Background: an optimization exercise with open tools, aiming at small area, a short achievable clock period and few clock cycles per item. Do not read the settings as production practice. Function was checked by simulation only, so behaviour that the tests miss may differ from the original.

==> inputs of violet <==
## pot_pickup_cv_mixer
module pot_pickup_cv_mixer (
	input  logic                           clk,
	input  logic                           arst_n,
	input  logic                           in_valid,
	output logic                           in_ready,
	input  logic [ppcm_pkg::KIND_W-1:0]    in_kind,
	input  logic [ppcm_pkg::PRESET_W-1:0]  in_preset,
	input  logic [ppcm_pkg::KNOB_W-1:0]    in_knob,
	input  logic [ppcm_pkg::FS_BITS-1:0]   in_knob_reading,
	input  logic [ppcm_pkg::FS_BITS-1:0]   in_cv_reading,
	input  logic [ppcm_pkg::VAL_W-1:0]     in_range_low,
	input  logic [ppcm_pkg::VAL_W-1:0]     in_range_high,
	input  logic [ppcm_pkg::VAL_W-1:0]     in_load_value,
	output logic                           out_valid,
	input  logic                           out_ready,
	output logic [ppcm_pkg::FS_BITS-1:0]   out_drive_level,
	output logic [ppcm_pkg::VAL_W-1:0]     out_param_value,
	output logic                           out_picked_up,
	input  logic                           cfg_we,
	input  logic [ppcm_pkg::CFG_IDX_W-1:0] cfg_index,
	input  logic [ppcm_pkg::CFG_W-1:0]     cfg_data
);
make LEC_CHECK=0 ABC_AREA=1 CAP_MARGIN=20 CORE_MARGIN=2 CORE_UTILIZATION=65 SLEW_MARGIN=20 finish   # period 12.0 ns
run.sh (not shown) runs the stock make flow with config.mk's settings and CLKGATE_MAP_FILE= SYNTH_SCRIPT=/design/flow/synth_recipe.tcl, a recipe that flattens the netlist after the stock synthesis.
==> sierra (differences from violet) <==
--- a/flow/design.v
+++ b/flow/design.v
@@ -468,16 +468,15 @@
 	end
 	logic            c_v;
 	logic            c_load, c_sample, c_clear, c_k3, c_cvsel, c_neg;
 	logic [PW-1:0]   c_preset;
 	logic [KW-1:0]   c_knob;
 	logic [FW-1:0]   c_rd, c_c;
 	logic [VW-1:0]   c_lo, c_hi, c_span;
-	logic [15:0]     c_mpl, c_mph;
-	logic [14:0]     c_mhl, c_mhh;
+	logic [19:0]     c_mp, c_mh;
 	always_ff @(posedge clk or negedge arst_n) begin
 		if (!arst_n) begin
 			c_v <= 1'b0;
 		end else if (en[3]) begin
 			c_v <= b_v;
 		end
 	end
@@ -492,27 +491,26 @@
 			c_preset <= b_preset;
 			c_knob   <= b_knob;
 			c_rd     <= b_rd;
 			c_c      <= b_sum[24:13];
 			c_lo     <= b_lo;
 			c_hi     <= b_hi;
 			c_span   <= b_span;
-			c_mpl    <= 16'(b_rd) * 16'(b_span[3:0]);
-			c_mph    <= 16'(b_rd) * 16'(b_span[7:4]);
-			c_mhl    <= 15'(cvh_q) * 15'(b_span[3:0]);
-			c_mhh    <= 15'(cvh_q) * 15'(b_span[7:4]);
+			c_mp     <= 20'(b_rd) * 20'(b_span);
+			c_mh     <= 20'(cvh_q) * 20'(b_span);
 		end
 	end
-	logic [VW-1:0]   c_qp, c_qh;
+	logic [VW-1:0]   c_qp, c_qh, c_p8;
 	logic [FW:0]     c_uni;
 	logic signed [FW+1:0] c_bi;
 	logic [FW-1:0]   c_lvl;
 	always_comb begin
-		c_qp  = ppcm_pkg::div_fs(20'(c_mpl) + {c_mph, 4'd0});
-		c_qh  = ppcm_pkg::div_fs(20'(c_mhl) + {1'b0, c_mhh, 4'd0});
+		c_qp  = ppcm_pkg::div_fs(c_mp);
+		c_qh  = ppcm_pkg::div_fs(c_mh);
+		c_p8  = ppcm_pkg::scale_sel(c_qp, c_lo, c_hi, c_neg);
 		c_uni = {1'b0, c_rd} + {1'b0, c_c};
 		c_bi  = $signed({2'b00, c_rd}) + $signed({2'b00, c_c}) - $signed({3'b000, cvh_q});
 		if (!c_cvsel) begin
 			c_lvl = c_rd;
 		end else if (m_uni_q) begin
 			c_lvl = c_uni[FW] ? ppcm_pkg::FS_MAX : c_uni[FW-1:0];
 		end else if (m_bi_q) begin
@@ -528,16 +526,16 @@
 		end
 	end
 	logic            d_v;
 	logic            d_load, d_sample, d_clear, d_k3, d_cvsel, d_neg, d_lt2, d_hnz;
 	logic [PW-1:0]   d_preset;
 	logic [KW-1:0]   d_knob;
 	logic [FW-1:0]   d_lvl;
-	logic [VW-1:0]   d_lo, d_hi, d_span, d_ldv, d_qp, d_qh;
-	logic [15:0]     d_mcl, d_mch;
+	logic [VW-1:0]   d_lo, d_hi, d_span, d_p8v, d_qp, d_qh;
+	logic [19:0]     d_mc;
 	always_ff @(posedge clk or negedge arst_n) begin
 		if (!arst_n) begin
 			d_v <= 1'b0;
 		end else if (en[4]) begin
 			d_v <= c_v;
 		end
 	end
@@ -553,27 +551,52 @@
 			d_hnz    <= c_hi != '0;
 			d_preset <= c_preset;
 			d_knob   <= c_knob;
 			d_lvl    <= c_lvl;
 			d_lo     <= c_lo;
 			d_hi     <= c_hi;
 			d_span   <= c_span;
-			d_ldv    <= c_rd[VW-1:0];
+			d_p8v    <= c_load ? c_rd[VW-1:0] : c_p8;
 			d_qp     <= c_qp;
 			d_qh     <= c_qh;
-			d_mcl    <= 16'(c_c) * 16'(c_span[3:0]);
-			d_mch    <= 16'(c_c) * 16'(c_span[7:4]);
+			d_mc     <= 20'(c_c) * 20'(c_span);
+		end
+	end
+	logic [VW-1:0]   d_qc;
+	logic            d_pz, d_cz, d_hz, d_vlo;
+	logic signed [VW+2:0] d_t;
+	always_comb begin
+		d_qc = ppcm_pkg::div_fs(d_mc);
+		d_pz = d_qp == '0;
+		d_cz = d_qc == '0;
+		d_hz = d_qh == '0;
+		if (m_uni_q) begin
+			d_t   = $signed({3'b000, d_qp}) + $signed({3'b000, d_qc}) + $signed({3'b000, d_lo});
+			d_vlo = d_pz && d_cz && d_lt2;
+		end else if (m_bi_q) begin
+			d_t   = $signed({3'b000, d_qp}) + $signed({3'b000, d_qc}) - $signed({3'b000, d_qh});
+			if (d_cz == d_hz) begin
+				d_vlo = d_pz;
+			end else if (!d_cz) begin
+				d_vlo = d_pz && d_lt2;
+			end else begin
+				d_vlo = d_pz || d_hnz;
+			end
+		end else begin
+			d_t   = $signed({3'b000, d_qp});
+			d_vlo = !d_pz;
 		end
 	end
 	logic            e_v;
-	logic            e_load, e_sample, e_clear, e_k3, e_cvsel, e_neg, e_lt2, e_hnz;
+	logic            e_load, e_sample, e_clear, e_k3, e_cvsel, e_neg;
 	logic [PW-1:0]   e_preset;
 	logic [KW-1:0]   e_knob;
 	logic [FW-1:0]   e_lvl;
-	logic [VW-1:0]   e_lo, e_hi, e_span, e_p8v, e_qp, e_qh, e_qc;
+	logic [VW-1:0]   e_lo, e_vneg, e_span, e_p8v;
+	logic signed [VW+2:0] e_t;
 	always_ff @(posedge clk or negedge arst_n) begin
 		if (!arst_n) begin
 			e_v <= 1'b0;
 		end else if (en[5]) begin
 			e_v <= d_v;
 		end
 	end
@@ -581,96 +604,37 @@
 		if (en[5]) begin
 			e_load   <= d_load;
 			e_sample <= d_sample;
 			e_clear  <= d_clear;
 			e_k3     <= d_k3;
 			e_cvsel  <= d_cvsel;
 			e_neg    <= d_neg;
-			e_lt2    <= d_lt2;
-			e_hnz    <= d_hnz;
 			e_preset <= d_preset;
 			e_knob   <= d_knob;
 			e_lvl    <= d_lvl;
 			e_lo     <= d_lo;
-			e_hi     <= d_hi;
+			e_vneg   <= d_vlo ? d_lo : d_hi;
 			e_span   <= d_span;
-			e_p8v    <= d_load ? d_ldv : ppcm_pkg::scale_sel(d_qp, d_lo, d_hi, d_neg);
-			e_qp     <= d_qp;
-			e_qh     <= d_qh;
-			e_qc     <= ppcm_pkg::div_fs(20'(d_mcl) + {d_mch, 4'd0});
-		end
-	end
-	logic            e_pz, e_cz, e_hz, e_vlo;
-	logic signed [VW+2:0] e_t;
-	always_comb begin
-		e_pz = e_qp == '0;
-		e_cz = e_qc == '0;
-		e_hz = e_qh == '0;
-		if (m_uni_q) begin
-			e_t   = $signed({3'b000, e_qp}) + $signed({3'b000, e_qc}) + $signed({3'b000, e_lo});
-			e_vlo = e_pz && e_cz && e_lt2;
-		end else if (m_bi_q) begin
-			e_t   = $signed({3'b000, e_qp}) + $signed({3'b000, e_qc}) - $signed({3'b000, e_qh});
-			if (e_cz == e_hz) begin
-				e_vlo = e_pz;
-			end else if (!e_cz) begin
-				e_vlo = e_pz && e_lt2;
-			end else begin
-				e_vlo = e_pz || e_hnz;
-			end
-		end else begin
-			e_t   = $signed({3'b000, e_qp});
-			e_vlo = !e_pz;
-		end
-	end
-	logic            x_v;
-	logic            x_load, x_sample, x_clear, x_k3, x_cvsel, x_neg;
-	logic [PW-1:0]   x_preset;
-	logic [KW-1:0]   x_knob;
-	logic [FW-1:0]   x_lvl;
-	logic [VW-1:0]   x_lo, x_vneg, x_span, x_p8v;
-	logic signed [VW+2:0] x_t;
-	always_ff @(posedge clk or negedge arst_n) begin
-		if (!arst_n) begin
-			x_v <= 1'b0;
-		end else if (en[5]) begin
-			x_v <= e_v;
-		end
-	end
-	always_ff @(posedge clk) begin
-		if (en[5]) begin
-			x_load   <= e_load;
-			x_sample <= e_sample;
-			x_clear  <= e_clear;
-			x_k3     <= e_k3;
-			x_cvsel  <= e_cvsel;
-			x_neg    <= e_neg;
-			x_preset <= e_preset;
-			x_knob   <= e_knob;
-			x_lvl    <= e_lvl;
-			x_lo     <= e_lo;
-			x_vneg   <= e_vlo ? e_lo : e_hi;
-			x_span   <= e_span;
-			x_p8v    <= e_p8v;
-			x_t      <= e_t;
+			e_p8v    <= d_p8v;
+			e_t      <= d_t;
 		end
 	end
-	logic [VW-1:0]   x_vcv, x_wd, x_srd;
-	logic            x_fwd;
+	logic [VW-1:0]   e_vcv, e_wd, e_srd;
+	logic            e_fwd;
 	always_comb begin
-		if (x_neg) begin
-			x_vcv = x_vneg;
-		end else if (x_t < 0) begin
-			x_vcv = x_lo;
-		end else if (x_t > $signed({3'b000, x_span})) begin
-			x_vcv = x_lo + x_span;
+		if (e_neg) begin
+			e_vcv = e_vneg;
+		end else if (e_t < 0) begin
+			e_vcv = e_lo;
+		end else if (e_t > $signed({3'b000, e_span})) begin
+			e_vcv = e_lo + e_span;
 		end else begin
-			x_vcv = x_lo + x_t[VW-1:0];
+			e_vcv = e_lo + e_t[VW-1:0];
 		end
-		x_wd = (x_cvsel && !x_load) ? x_vcv : x_p8v;
+		e_wd = (e_cvsel && !e_load) ? e_vcv : e_p8v;
 	end
 	logic            f_v;
 	logic            f_load, f_sample, f_clear, f_k3, f_cvsel, f_neg, f_fwd;
 	logic [PW-1:0]   f_preset;
 	logic [KW-1:0]   f_knob;
 	logic [FW-1:0]   f_lvl;
 	logic [VW-1:0]   f_lo, f_span, f_p8v, f_wd, f_srd;
@@ -679,45 +643,45 @@
 	logic [ppcm_pkg::NUM_KNOBS-1:0] flags_q;
 	ppcm_ram u_ram (
 		.clk   (clk),
 		.we    (w_we && en[6]),
 		.wp    (f_preset),
 		.wk    (f_knob),
 		.wd    (f_wd),
-		.rp    (x_preset),
-		.rk    (x_knob),
-		.rdata (x_srd)
+		.rp    (e_preset),
+		.rk    (e_knob),
+		.rdata (e_srd)
 	);
 	always_comb begin
-		x_fwd = f_v && (f_preset == x_preset) && (f_knob == x_knob);
+		e_fwd = f_v && (f_preset == e_preset) && (f_knob == e_knob);
 	end
 	always_ff @(posedge clk or negedge arst_n) begin
 		if (!arst_n) begin
 			f_v <= 1'b0;
 		end else if (en[6]) begin
-			f_v <= x_v;
+			f_v <= e_v;
 		end
 	end
 	always_ff @(posedge clk) begin
 		if (en[6]) begin
-			f_load   <= x_load;
-			f_sample <= x_sample;
-			f_clear  <= x_clear;
-			f_k3     <= x_k3;
-			f_cvsel  <= x_cvsel;
-			f_neg    <= x_neg;
-			f_fwd    <= x_fwd;
-			f_preset <= x_preset;
-			f_knob   <= x_knob;
-			f_lvl    <= x_lvl;
-			f_lo     <= x_lo;
-			f_span   <= x_span;
-			f_p8v    <= x_p8v;
-			f_wd     <= x_wd;
-			f_srd    <= x_srd;
+			f_load   <= e_load;
+			f_sample <= e_sample;
+			f_clear  <= e_clear;
+			f_k3     <= e_k3;
+			f_cvsel  <= e_cvsel;
+			f_neg    <= e_neg;
+			f_fwd    <= e_fwd;
+			f_preset <= e_preset;
+			f_knob   <= e_knob;
+			f_lvl    <= e_lvl;
+			f_lo     <= e_lo;
+			f_span   <= e_span;
+			f_p8v    <= e_p8v;
+			f_wd     <= e_wd;
+			f_srd    <= e_srd;
 			l_we     <= w_we;
 			l_wd     <= f_wd;
 		end
 	end
 	logic [VW-1:0]   f_s, f_val, f_rem0;
 	logic            f_hit, f_fk, f_usea, f_inr, f_useq, f_pu;
 	logic signed [VW+1:0] f_n;
==> delta (differences from violet) <==
--- a/flow/design.v
+++ b/flow/design.v
@@ -426,35 +426,39 @@
 	always_comb begin
 		a_neg  = a_hi < a_lo;
 		a_span = a_neg ? a_lo - a_hi : a_hi - a_lo;
 		a_pl   = 26'(a_cvr[5:0]) * 26'(cvk_q);
 		a_ph   = 26'(a_cvr[11:6]) * 26'(cvk_q);
 	end
 	logic            b_v;
+	logic [1:0]      b_kind;
 	logic            b_load, b_sample, b_clear, b_k3, b_cvsel, b_neg;
 	logic [PW-1:0]   b_preset;
 	logic [KW-1:0]   b_knob;
+	always_comb begin
+		b_load   = b_kind == ppcm_pkg::KIND_LOAD;
+		b_sample = b_kind == ppcm_pkg::KIND_SAMPLE;
+		b_clear  = b_kind == ppcm_pkg::KIND_CLEAR;
+		b_k3     = b_knob == 2'd3;
+		b_cvsel  = (b_knob == cv_target_q) && cvon_q;
+	end
 	logic [FW-1:0]   b_rd;
 	logic [VW-1:0]   b_lo, b_hi, b_span;
 	logic [19:0]     b_pl;
 	logic [25:0]     b_ph;
 	always_ff @(posedge clk or negedge arst_n) begin
 		if (!arst_n) begin
 			b_v <= 1'b0;
 		end else if (en[2]) begin
 			b_v <= a_v;
 		end
 	end
 	always_ff @(posedge clk) begin
 		if (en[2]) begin
-			b_load   <= a_kind == ppcm_pkg::KIND_LOAD;
-			b_sample <= a_kind == ppcm_pkg::KIND_SAMPLE;
-			b_clear  <= a_kind == ppcm_pkg::KIND_CLEAR;
-			b_k3     <= a_knob == 2'd3;
-			b_cvsel  <= (a_knob == cv_target_q) && cvon_q;
+			b_kind   <= a_kind;
 			b_neg    <= a_neg;
 			b_preset <= a_preset;
 			b_knob   <= a_knob;
 			b_rd     <= a_rd;
 			b_lo     <= a_lo;
 			b_hi     <= a_hi;
 			b_span   <= a_span;
@@ -463,35 +467,39 @@
 		end
 	end
 	logic [25:0]     b_sum;
 	always_comb begin
 		b_sum = 26'(b_pl) + b_ph;
 	end
 	logic            c_v;
+	logic [1:0]      c_kind;
 	logic            c_load, c_sample, c_clear, c_k3, c_cvsel, c_neg;
 	logic [PW-1:0]   c_preset;
 	logic [KW-1:0]   c_knob;
+	always_comb begin
+		c_load   = c_kind == ppcm_pkg::KIND_LOAD;
+		c_sample = c_kind == ppcm_pkg::KIND_SAMPLE;
+		c_clear  = c_kind == ppcm_pkg::KIND_CLEAR;
+		c_k3     = c_knob == 2'd3;
+		c_cvsel  = (c_knob == cv_target_q) && cvon_q;
+	end
 	logic [FW-1:0]   c_rd, c_c;
 	logic [VW-1:0]   c_lo, c_hi, c_span;
 	logic [15:0]     c_mpl, c_mph;
 	logic [14:0]     c_mhl, c_mhh;
 	always_ff @(posedge clk or negedge arst_n) begin
 		if (!arst_n) begin
 			c_v <= 1'b0;
 		end else if (en[3]) begin
 			c_v <= b_v;
 		end
 	end
 	always_ff @(posedge clk) begin
 		if (en[3]) begin
-			c_load   <= b_load;
-			c_sample <= b_sample;
-			c_clear  <= b_clear;
-			c_k3     <= b_k3;
-			c_cvsel  <= b_cvsel;
+			c_kind   <= b_kind;
 			c_neg    <= b_neg;
 			c_preset <= b_preset;
 			c_knob   <= b_knob;
 			c_rd     <= b_rd;
 			c_c      <= b_sum[24:13];
 			c_lo     <= b_lo;
 			c_hi     <= b_hi;
@@ -524,34 +532,38 @@
 				c_lvl = c_bi[FW-1:0];
 			end
 		end else begin
 			c_lvl = c_rd;
 		end
 	end
 	logic            d_v;
+	logic [1:0]      d_kind;
 	logic            d_load, d_sample, d_clear, d_k3, d_cvsel, d_neg, d_lt2, d_hnz;
 	logic [PW-1:0]   d_preset;
 	logic [KW-1:0]   d_knob;
+	always_comb begin
+		d_load   = d_kind == ppcm_pkg::KIND_LOAD;
+		d_sample = d_kind == ppcm_pkg::KIND_SAMPLE;
+		d_clear  = d_kind == ppcm_pkg::KIND_CLEAR;
+		d_k3     = d_knob == 2'd3;
+		d_cvsel  = (d_knob == cv_target_q) && cvon_q;
+	end
 	logic [FW-1:0]   d_lvl;
 	logic [VW-1:0]   d_lo, d_hi, d_span, d_ldv, d_qp, d_qh;
 	logic [15:0]     d_mcl, d_mch;
 	always_ff @(posedge clk or negedge arst_n) begin
 		if (!arst_n) begin
 			d_v <= 1'b0;
 		end else if (en[4]) begin
 			d_v <= c_v;
 		end
 	end
 	always_ff @(posedge clk) begin
 		if (en[4]) begin
-			d_load   <= c_load;
-			d_sample <= c_sample;
-			d_clear  <= c_clear;
-			d_k3     <= c_k3;
-			d_cvsel  <= c_cvsel;
+			d_kind   <= c_kind;
 			d_neg    <= c_neg;
 			d_lt2    <= {c_hi, 1'b0} < {1'b0, c_lo};
 			d_hnz    <= c_hi != '0;
 			d_preset <= c_preset;
 			d_knob   <= c_knob;
 			d_lvl    <= c_lvl;
 			d_lo     <= c_lo;
@@ -561,33 +573,37 @@
 			d_qp     <= c_qp;
 			d_qh     <= c_qh;
 			d_mcl    <= 16'(c_c) * 16'(c_span[3:0]);
 			d_mch    <= 16'(c_c) * 16'(c_span[7:4]);
 		end
 	end
 	logic            e_v;
+	logic [1:0]      e_kind;
 	logic            e_load, e_sample, e_clear, e_k3, e_cvsel, e_neg, e_lt2, e_hnz;
 	logic [PW-1:0]   e_preset;
 	logic [KW-1:0]   e_knob;
+	always_comb begin
+		e_load   = e_kind == ppcm_pkg::KIND_LOAD;
+		e_sample = e_kind == ppcm_pkg::KIND_SAMPLE;
+		e_clear  = e_kind == ppcm_pkg::KIND_CLEAR;
+		e_k3     = e_knob == 2'd3;
+		e_cvsel  = (e_knob == cv_target_q) && cvon_q;
+	end
 	logic [FW-1:0]   e_lvl;
 	logic [VW-1:0]   e_lo, e_hi, e_span, e_p8v, e_qp, e_qh, e_qc;
 	always_ff @(posedge clk or negedge arst_n) begin
 		if (!arst_n) begin
 			e_v <= 1'b0;
 		end else if (en[5]) begin
 			e_v <= d_v;
 		end
 	end
 	always_ff @(posedge clk) begin
 		if (en[5]) begin
-			e_load   <= d_load;
-			e_sample <= d_sample;
-			e_clear  <= d_clear;
-			e_k3     <= d_k3;
-			e_cvsel  <= d_cvsel;
+			e_kind   <= d_kind;
 			e_neg    <= d_neg;
 			e_lt2    <= d_lt2;
 			e_hnz    <= d_hnz;
 			e_preset <= d_preset;
 			e_knob   <= d_knob;
 			e_lvl    <= d_lvl;
 			e_lo     <= d_lo;
@@ -619,34 +635,38 @@
 			end
 		end else begin
 			e_t   = $signed({3'b000, e_qp});
 			e_vlo = !e_pz;
 		end
 	end
 	logic            x_v;
+	logic [1:0]      x_kind;
 	logic            x_load, x_sample, x_clear, x_k3, x_cvsel, x_neg;
 	logic [PW-1:0]   x_preset;
 	logic [KW-1:0]   x_knob;
+	always_comb begin
+		x_load   = x_kind == ppcm_pkg::KIND_LOAD;
+		x_sample = x_kind == ppcm_pkg::KIND_SAMPLE;
+		x_clear  = x_kind == ppcm_pkg::KIND_CLEAR;
+		x_k3     = x_knob == 2'd3;
+		x_cvsel  = (x_knob == cv_target_q) && cvon_q;
+	end
 	logic [FW-1:0]   x_lvl;
 	logic [VW-1:0]   x_lo, x_vneg, x_span, x_p8v;
 	logic signed [VW+2:0] x_t;
 	always_ff @(posedge clk or negedge arst_n) begin
 		if (!arst_n) begin
 			x_v <= 1'b0;
 		end else if (en[5]) begin
 			x_v <= e_v;
 		end
 	end
 	always_ff @(posedge clk) begin
 		if (en[5]) begin
-			x_load   <= e_load;
-			x_sample <= e_sample;
-			x_clear  <= e_clear;
-			x_k3     <= e_k3;
-			x_cvsel  <= e_cvsel;
+			x_kind   <= e_kind;
 			x_neg    <= e_neg;
 			x_preset <= e_preset;
 			x_knob   <= e_knob;
 			x_lvl    <= e_lvl;
 			x_lo     <= e_lo;
 			x_vneg   <= e_vlo ? e_lo : e_hi;
 			x_span   <= e_span;
@@ -665,17 +685,25 @@
 			x_vcv = x_lo + x_span;
 		end else begin
 			x_vcv = x_lo + x_t[VW-1:0];
 		end
 		x_wd = (x_cvsel && !x_load) ? x_vcv : x_p8v;
 	end
 	logic            f_v;
+	logic [1:0]      f_kind;
 	logic            f_load, f_sample, f_clear, f_k3, f_cvsel, f_neg, f_fwd;
 	logic [PW-1:0]   f_preset;
 	logic [KW-1:0]   f_knob;
+	always_comb begin
+		f_load   = f_kind == ppcm_pkg::KIND_LOAD;
+		f_sample = f_kind == ppcm_pkg::KIND_SAMPLE;
+		f_clear  = f_kind == ppcm_pkg::KIND_CLEAR;
+		f_k3     = f_knob == 2'd3;
+		f_cvsel  = (f_knob == cv_target_q) && cvon_q;
+	end
 	logic [FW-1:0]   f_lvl;
 	logic [VW-1:0]   f_lo, f_span, f_p8v, f_wd, f_srd;
 	logic            w_we, l_we;
 	logic [VW-1:0]   l_wd;
 	logic [ppcm_pkg::NUM_KNOBS-1:0] flags_q;
 	ppcm_ram u_ram (
 		.clk   (clk),
@@ -695,19 +723,15 @@
 			f_v <= 1'b0;
 		end else if (en[6]) begin
 			f_v <= x_v;
 		end
 	end
 	always_ff @(posedge clk) begin
 		if (en[6]) begin
-			f_load   <= x_load;
-			f_sample <= x_sample;
-			f_clear  <= x_clear;
-			f_k3     <= x_k3;
-			f_cvsel  <= x_cvsel;
+			f_kind   <= x_kind;
 			f_neg    <= x_neg;
 			f_fwd    <= x_fwd;
 			f_preset <= x_preset;
 			f_knob   <= x_knob;
 			f_lvl    <= x_lvl;
 			f_lo     <= x_lo;
 			f_span   <= x_span;
@@ -878,22 +902,19 @@
 				end else if (!skv_q[k] && r_v) begin
 					skv_q[k] <= 1'b1;
 				end
 			end
 		end
 	end
 	always_ff @(posedge clk) begin
-		if (o_free) begin
-			if (skv_q[8]) begin
-				o_d <= sk_d;
-			end else if (push) begin
-				o_d <= r_res;
-			end
-		end else if (push) begin
+		if (en[8]) begin
 			sk_d <= r_res;
 		end
+		if (o_free) begin
+			o_d <= skv_q[8] ? sk_d : r_res;
+		end
 	end
 	assign out_valid       = o_v;
 	assign out_drive_level = o_d[FW+VW:VW+1];
 	assign out_param_value = o_d[VW:1];
 	assign out_picked_up   = o_d[0];
 endmodule
--- a/flow/config.mk
+++ b/flow/config.mk
@@ -4,9 +4,9 @@
 export VERILOG_FILES = /design/flow/design.v
 export SDC_FILE = /design/flow/constraint.sdc
 export NUM_CORES = 4
 export LEC_CHECK = 0
 export ABC_AREA = 1
 export CAP_MARGIN = 20
 export CORE_MARGIN = 2
-export CORE_UTILIZATION = 65
+export CORE_UTILIZATION = 55
 export SLEW_MARGIN = 20
==> qor summary <==
Clock insertion delay at the later pin of the skew report: sierra 0.86 ns; delta 0.84 ns; violet 0.86 ns
Cell count after placement: sierra 10459; delta 11458; violet 11191
Post-synthesis share of cell area spent on full adders, half adders and majority gates: sierra 15.7%; delta 14.2%; violet 14.1%
Number of rows created at floorplan: sierra 133; delta 149; violet 138
Fin area: sierra 94700 µm²; delta 100000 µm²; violet 101000 µm²
Result of the run: sierra finished clean; delta finished clean; violet finished clean
Register area: sierra 44400 µm²; delta 47400 µm²; violet 48000 µm²
Number of clock buffer instances in the layout: sierra 186; delta 209; violet 189
Maximum clock frequency: sierra 183 MHz; delta 207 MHz; violet 209 MHz
Remaining max-slew budget at the tightest pin: sierra 15.7%; delta 12.3%; violet 9.83%
GRT met2 Usage: sierra 58.4%; delta 52.3%; violet 61.5%
Slew at the pin closest to its max-slew limit: sierra 1.26 ns; delta 1.31 ns; violet 1.35 ns
Multi-input logic portion of the cell area: sierra 38.8%; delta 38.1%; violet 38.0%
Area Overhead vs Synth: sierra 9.27%; delta 9.93%; violet 9.22%
Testbench counts of violet, summed over its fixed seeds: cycles 14,424, items 13,686.
Testbench counts of sierra, summed over its fixed seeds: cycles 14,384, items 13,686.
Testbench counts of delta, summed over its fixed seeds: cycles 14,424, items 13,686.

==> port drivers added, routing unchanged <==
No port has a modelled driver above. Below, the same layouts with a new extraction and two added sets of constraints.
Step 1 (the two cells are an assumption about what drives the block):
set clk [get_ports {clk}]
set_driving_cell -lib_cell sky130_fd_sc_hd__clkbuf_16 $clk
set_driving_cell -lib_cell sky130_fd_sc_hd__buf_2 [delete_from_list [all_inputs] $clk]
Step 2 adds t to the input delays and takes it off the output delays; t is the mean of the earliest and latest rising clock arrival at the registers after step 1. Input paths then give back, and output paths get back, about the clock's delay inside the block.
Three values: ideal ports, drivers, drivers and shift; two values: the first two.
| run | t (ns) | slack for setup (ns) | worst setup path at the end | worst data-port slew with drivers (ns) |
|---|---|---|---|---|
| violet | 0.914 | 7.219 / 7.219 / 7.219 | register to register | 0.09 |
| sierra | 0.898 | 6.537 / 6.537 / 6.537 | register to register | 0.06 |
| delta | 0.903 | 7.178 / 7.178 / 7.178 | register to register | 0.04 |
After both steps every run listed still meets setup and hold.
